What follows belongs to an exercise in optimizing a design on an open flow for small area, a short achievable clock period and few clock cycles per item; a production flow would make more cautious choices. Function was checked by simulation only, so behaviour that the tests miss may differ from the original.

==> design/flow/design.v <==
module md_iter_unit #(
  parameter int unsigned WIDTH = 32
) (
  input  logic             clk,
  input  logic             rst_n,
  input  logic             start,
  input  logic [2:0]       funct3,
  input  logic [WIDTH-1:0] op1,
  input  logic [WIDTH-1:0] op2,
  input  logic             flush,
  output logic             busy,
  output logic             done,
  output logic [WIDTH-1:0] result,
  output logic             zero
);
  typedef enum logic [2:0] {
    StIdle = 3'd0,
    StPrep = 3'd1,
    StMul  = 3'd2,
    StDiv  = 3'd3,
    StFix  = 3'd4,
    StDone = 3'd5
  } state_e;
  state_e      state_q, state_d;
  logic [31:0] xr_q, xr_d;       
  logic [33:0] yr_q, yr_d;       
  logic [63:0] acc_q, acc_d;     
  logic [2:0]  f_q, f_d;         
  logic [5:0]  cnt_q, cnt_d;     
  logic        xs_q, xs_d;       
  logic        dneg_q, dneg_d;   
  logic        fix_q, fix_d;     
  logic accept;
  assign accept = start && !flush && (state_q == StIdle || state_q == StDone);
  function automatic logic [5:0] width32(input logic [31:0] v);
    logic [5:0] w;
    w = 6'd0;
    for (int i = 0; i < 32; i++) begin
      if (v[i]) w = 6'(i + 1);
    end
    width32 = w;
  endfunction
  function automatic logic is_ones_then_zeros(input logic [31:0] v);
    logic ok;
    ok = 1'b1;
    for (int i = 1; i < 32; i++) begin
      if (!v[i] && v[i-1]) ok = 1'b0;
    end
    is_ones_then_zeros = ok;
  endfunction
  logic       is_mul;
  logic       sx, sy;
  logic [5:0] wxr, wyr;
  logic [5:0] wxd, wyd;
  logic [6:0] sdiv;
  logic       yzero;
  logic       swap;
  logic [5:0] wsm;
  logic [4:0] ndig;
  logic [32:0] mplier;
  logic [31:0] mcand;
  logic        mcand_s;
  logic [33:0] sh_in;
  logic [5:0]  sh_amt;
  logic [33:0] sh_out;
  logic [31:0] xneg;
  always_comb begin
    is_mul = !f_q[2];
    if (is_mul) begin
      sx = (f_q[1:0] != 2'b11) && xr_q[31];
      sy = !f_q[1] && yr_q[31];
    end else begin
      sx = !f_q[0] && xr_q[31];
      sy = !f_q[0] && yr_q[31];
    end
    wxr = width32(sx ? ~xr_q : xr_q);
    wyr = width32(sy ? ~yr_q[31:0] : yr_q[31:0]);
    wxd = wxr + 6'(sx && is_ones_then_zeros(xr_q));
    wyd = wyr + 6'(sy && is_ones_then_zeros(yr_q[31:0]));
    sdiv  = {1'b0, wxd} - {1'b0, wyd};
    yzero = (yr_q[31:0] == 32'd0);
    swap    = (wxr < wyr);
    wsm     = (swap ? wxr : wyr) + 6'd1;    
    ndig    = 5'((wsm + 6'd1) >> 1);        
    mplier  = swap ? {sx, xr_q} : {sy, yr_q[31:0]};
    mcand   = swap ? yr_q[31:0] : xr_q;
    mcand_s = swap ? sy : sx;
    if (is_mul) begin
      sh_in  = {mplier[32], mplier};
      sh_amt = 6'd34 - {ndig, 1'b0};
    end else begin
      sh_in  = {sy, sy, yr_q[31:0]};
      sh_amt = sdiv[5:0];
    end
    sh_out = sh_in << sh_amt;
    xneg   = ~xr_q + 32'd1;
  end
  logic [2:0]  bd;
  logic        pp_neg, pp_two, pp_zero;
  logic [33:0] pp_mag;
  logic [33:0] pp;
  logic [63:0] acc_mul;
  always_comb begin
    bd      = yr_q[33:31];
    pp_zero = (bd == 3'b000) || (bd == 3'b111);
    pp_two  = (bd == 3'b011) || (bd == 3'b100);
    pp_neg  = bd[2] && !pp_zero;
    if (pp_zero)     pp_mag = 34'd0;
    else if (pp_two) pp_mag = {xs_q, xr_q, 1'b0};
    else             pp_mag = {xs_q, xs_q, xr_q};
    pp      = pp_neg ? ~pp_mag : pp_mag;
    acc_mul = {acc_q[61:0], 2'b00} + {{30{pp[33]}}, pp} + 64'(pp_neg);
  end
  logic [33:0] trial;
  logic        q_bit;
  logic [31:0] rem_next;
  logic [31:0] quo_next;
  always_comb begin
    trial    = {2'b00, xr_q} + (dneg_q ? yr_q : ~yr_q) + 34'(!dneg_q);
    q_bit    = !trial[33];
    rem_next = q_bit ? trial[31:0] : xr_q;
    quo_next = {acc_q[30:0], q_bit};
  end
  always_comb begin
    state_d = state_q;
    xr_d    = xr_q;
    yr_d    = yr_q;
    acc_d   = acc_q;
    f_d     = f_q;
    cnt_d   = cnt_q;
    xs_d    = xs_q;
    dneg_d  = dneg_q;
    fix_d   = fix_q;
    unique case (state_q)
      StPrep: begin
        if (is_mul) begin
          xr_d    = mcand;
          xs_d    = mcand_s;
          yr_d    = sh_out;
          acc_d   = 64'd0;
          cnt_d   = 6'(ndig) - 6'd1;
          state_d = StMul;
        end else if (yzero) begin
          xr_d    = f_q[1] ? xr_q : 32'hFFFF_FFFF;
          state_d = StDone;
        end else if (sdiv[6]) begin
          xr_d    = f_q[1] ? xr_q : 32'd0;
          state_d = StDone;
        end else begin
          xr_d    = sx ? xneg : xr_q;
          yr_d    = sh_out;
          acc_d   = 64'd0;
          cnt_d   = sdiv[5:0];
          dneg_d  = sy;
          fix_d   = f_q[1] ? sx : (sx ^ sy);
          state_d = StDiv;
        end
      end
      StMul: begin
        acc_d = acc_mul;
        yr_d  = {yr_q[31:0], 2'b00};
        cnt_d = cnt_q - 6'd1;
        if (cnt_q == 6'd0) begin
          xr_d    = (f_q[1:0] == 2'b00) ? acc_mul[31:0] : acc_mul[63:32];
          state_d = StDone;
        end
      end
      StDiv: begin
        acc_d = {32'd0, quo_next};
        xr_d  = rem_next;
        yr_d  = {yr_q[33], yr_q[33:1]};
        cnt_d = cnt_q - 6'd1;
        if (cnt_q == 6'd0) begin
          if (!f_q[1]) xr_d = quo_next;
          state_d = fix_q ? StFix : StDone;
        end
      end
      StFix: begin
        xr_d    = xneg;
        state_d = StDone;
      end
      default: begin
        state_d = StIdle;
      end
    endcase
    if (state_q == StPrep || state_q == StMul || state_q == StDiv || state_q == StFix) begin
      if (flush) state_d = StIdle;
    end
    if (accept) begin
      xr_d    = op1;
      yr_d    = {2'b00, op2};
      f_d     = funct3;
      state_d = StPrep;
    end
  end
  always_ff @(posedge clk or negedge rst_n) begin
    if (!rst_n) begin
      state_q <= StIdle;
    end else begin
      state_q <= state_d;
    end
  end
  always_ff @(posedge clk) begin
    xr_q   <= xr_d;
    yr_q   <= yr_d;
    acc_q  <= acc_d;
    f_q    <= f_d;
    cnt_q  <= cnt_d;
    xs_q   <= xs_d;
    dneg_q <= dneg_d;
    fix_q  <= fix_d;
  end
  always_comb begin
    busy   = (state_q == StPrep) || (state_q == StMul) || (state_q == StDiv) ||
             (state_q == StFix);
    done   = (state_q == StDone);
    result = xr_q;
    zero   = (xr_q == 32'd0);
  end
endmodule
==> design/flow/run.sh <==
#!/bin/bash
# synth_recipe.tcl (not shown) runs the flow's synth.tcl, then flattens the netlist and writes it again
# the make line also repeats each setting of config.mk as NAME=value (left out here)
make -C /OpenROAD-flow-scripts/flow DESIGN_CONFIG=/design/flow/config.mk WORK_HOME=/design/flow/orfs CLKGATE_MAP_FILE= SYNTH_SCRIPT=/design/flow/synth_recipe.tcl finish
==> design/flow/config.mk <==
export PLATFORM = sky130hd
export DESIGN_NAME = md_iter_unit
export DESIGN_NICKNAME = md_iter_unit
export VERILOG_FILES = /design/flow/design.v
export SDC_FILE = /design/flow/constraint.sdc
export NUM_CORES = 4
export LEC_CHECK = 0
export CAP_MARGIN = 20
export CORE_MARGIN = 2
export CORE_UTILIZATION = 40
export PLACE_DENSITY = 0.6
export SLEW_MARGIN = 20
==> design/flow/constraint.sdc <==
create_clock -name core_clock -period 10.5 [get_ports {clk}]
set_input_delay 2.1000 -clock core_clock [delete_from_list [all_inputs] [get_ports {clk}]]
set_output_delay 2.1000 -clock core_clock [all_outputs]
set_load 0.01 [all_outputs]
==> summary.txt <==
==> cell type report <==
cell class,instances,area (µm²)
timing repair buffer,186,1659
inverter,62,235.2
tap,680,850.8
sequential,143,4264
multi-input combinational,2288,15190
clock inverter,14,200.2
clock buffer,18,429.2
antenna,3,7.507
fill,5126,28160
==> routing by layer <==
metal	part of all wire (%)	wire, µm
met5	0.013	13
met4	4.5	4722
met3	13	13720
met2	40	41250
met1	43	44290
==> state kept, by name, summed over array words and instances, names as in the netlist <==
| register | cells |
|---|---|
| acc_q | 62 |
| fix_q | 1 |
| state_q | 3 |
| cnt_q | 6 |
| yr_q | 34 |
| f_q | 3 |
| dneg_q | 1 |
| xr_q | 32 |
| xs_q | 1 |
==> worst max-delay path: stages, from the launching register on <==
cell	delay, ns
edfxtp_1	0.66
o21ai_4	0.43
nand2_2	0.39
o32ai_1	0.87
a21oi_1	0.32
nor2_1	0.39
ha_1	0.23
a21o_1	0.12
a21o_1	0.12
a21o_1	0.22
nor2_1	0.07
buf_4	0.25
nor2_2	0.58
nor2_1	0.09
a21oi_1	0.38
ha_1	0.34
nor2_1	0.21
o21ai_0	0.16
a22oi_1	0.16
a311oi_1	0.09
o211ai_1	0.34
nand4_4	0.22
nor2_1	0.78
a31oi_1	0.35
nor2_1	0.19
==> logic make-up (layout without fill, tap and decap cells) <==
kind of cell    Yosys count  count (layout)  share of synthesized area [%]
mux                     118             118                          6.219
buf+inv                 293             280                          5.714
fa+ha+maj               115             115                          7.078
simple gates            910             910                          20.99
flops                   143             143                          20.73
other cells               0               3                              0
xor+xnor                201             201                          8.570
compound gates          944             944                          30.69
==> synthesized netlist by cell type (41+ instances only) <==
| master | count |
|---|---|
| edfxtp_1 | 138 |
| a21o_1 | 77 |
| xor2_1 | 98 |
| nand2_1 | 231 |
| nand3_1 | 88 |
| ha_1 | 113 |
| a21oi_1 | 209 |
| xnor2_1 | 103 |
| nor2_1 | 286 |
| o21ai_0 | 211 |
| inv_1 | 57 |
| nor2b_1 | 41 |
| nor3_1 | 70 |
| clkbuf_1 | 184 |
| a31oi_1 | 64 |
| mux2i_1 | 86 |
==> worst paths after layout <==
path / from / slack (ns) / to
max in group asynchronous: rst_n / 8.54 / state_q[0]
setup / recovery: f_q[1] / 2.35 / yr_q[4]
hold reg to reg: acc_q[29] / 0.63 / acc_q[30]
min in group asynchronous: rst_n / 1.79 / state_q[1]
hold / removal: acc_q[29] / 0.63 / acc_q[30]
setup reg to reg: f_q[1] / 2.35 / yr_q[4]
==> impl_metrics.tcl <==
set metrics [dict create \
    post_cts_buffers 0 \
    final_cell_mix "nor2_1 (280), nand2_1 (230), a21oi_1 (209), o21ai_0 (209), edfxtp_1 (138)" \
    reg2reg_depth 24 \
    slew-limit-headroom_pct 21.44 \
    finalNetCount 2884 \
    vias 23347 \
    drcViolationCount 0 \
    drt-wirelength-per-cell_um 30.64 \
    required_ns 10.85 \
    antenna_found_initial 2 \
    layout_commonest_cell "nor2_1" \
    dpl.hpwl_mm 76.79 \
    dieWidth_um 230.6 \
    dp_slack_ns 2.787 \
    ant_nets 0 \
    via_per_inst 6.879 \
    whs_path_depth 1 \
    cp_data_arrival_time_ns 8.50 \
    criticalPathCategory "reg -> reg" \
    rsz0062_at_grt "false" \
    final_max_slew_viol_count 0 \
    netlist_area_um2 20540 \
    drv_cap 0 \
    area_delta_synth_final_pct 11.15 \
    globalplace.congestion 1.068 \
    setup_tns_ns 0 \
    die_area_um2 53180 \
    grt_pass1_wl_mm 149.3 \
    dp.cells 3358 \
    drive_gt1_share_pct 7.672 \
    cts_buffers 17 \
    setup_slack_ns 2.353 \
    clock_latency_ns 0.52 \
    hold_buffers 0 \
    synth_nets 2910 \
    cp-start-kind "register" \
    dpl_cell_area_um2 22180 \
    dieHeight_um 230.6 \
    post_cts_resized 0 \
    syn_area_per_cell_um2 7.541 \
    gr-usage-met1_pct 54.37 \
    cts_tree "done" \
    grtUsageTotal_pct 38.26 \
    status "complete, no violations" \
    cts.htree.levels 4 \
    routed_wl_mm 104.0 \
    grt.busiest_layer "met1" \
    synth-seq-cells 143 \
    clock-root-buffer "clkbuf_16" \
    period_needed_ns 8.147 \
    grt_pass1_vias 21150 \
    synth.area.top_cells "edfxtp_1 (20%), ha_1 (6.9%), nor2_1 (5.2%)" \
    cp_max_fo 32 \
    setup_viol 0 \
    fmax_ghz 0.1227 \
    clk_pin_slew_worst_paths_ns 0.08 \
    async_flop_share_pct 2.098 \
    use_met2_pct 52.32 \
    synth-edff-count 138 \
    cts_buffer_depth 2 \
    overflow 0 \
    synth_top_area_share_pct 20.17 \
    worst_slew_pin_slew_ns 1.166 \
    skew_ns 0.02305 \
    final.period_utilization_pct 77.59 \
    ys_types 103 \
    fin_util_pct 44.78 \
    crit_path_end_kind "register" \
    syn_inst 2724 \
    drtIter0Drc 3895 \
    hold_viol_final 0 \
    ys_seq_area_share_pct 20.73 \
    grt_max_degree 73 \
    clock_sinks 143 \
    fin_area_um2 22830 \
    fin_hold_ws_ns 0.6331 \
    hp-class "reg -> reg" \
    coreArea_um2 50990 \
    firstDrtPassIters 9 \
    ys.flop_type "edfxtp_1" \
    io_pins 106 \
    port-buffer-count 105 \
    synth_top_area_cell "edfxtp_1" \
    rows 83 \
    ys_warn_count 1 \
    start_util_pct 40.28 \
    met3_usage_pct 12.46 \
    fin_cells 3394 \
]
Testbench counts, summed over its fixed seeds: cycles 201,716, items 24,000.

[port drivers added, routing unchanged]
In the flow no input, the clock included, has a driving cell. The finished layout below was timed again as built, in two steps.
Step 1, drivers: a clkbuf_16 drives clk and a buf_2 each remaining input, both assumed.
Step 2 adds t to the input delays and takes it off the output delays; t is the mean of the earliest and latest rising clock arrival at the registers after step 1. Input paths then give back, and output paths get back, about the clock's delay inside the block.
a / b / c = ideal ports / drivers / drivers and shift; a / b = the first two.
t (ns): 0.566
setup slack, ns: 2.353 / 2.353 / 2.353
worst setup path at the end: register to register
worst slew at a driven data input, ns: 0.11
cell pins on the clock port's net: 1
After both steps this run still meets setup and hold. For this run, drivers alone change the setup slack by 0.000 ns; drivers and shift together by 0.000 ns.
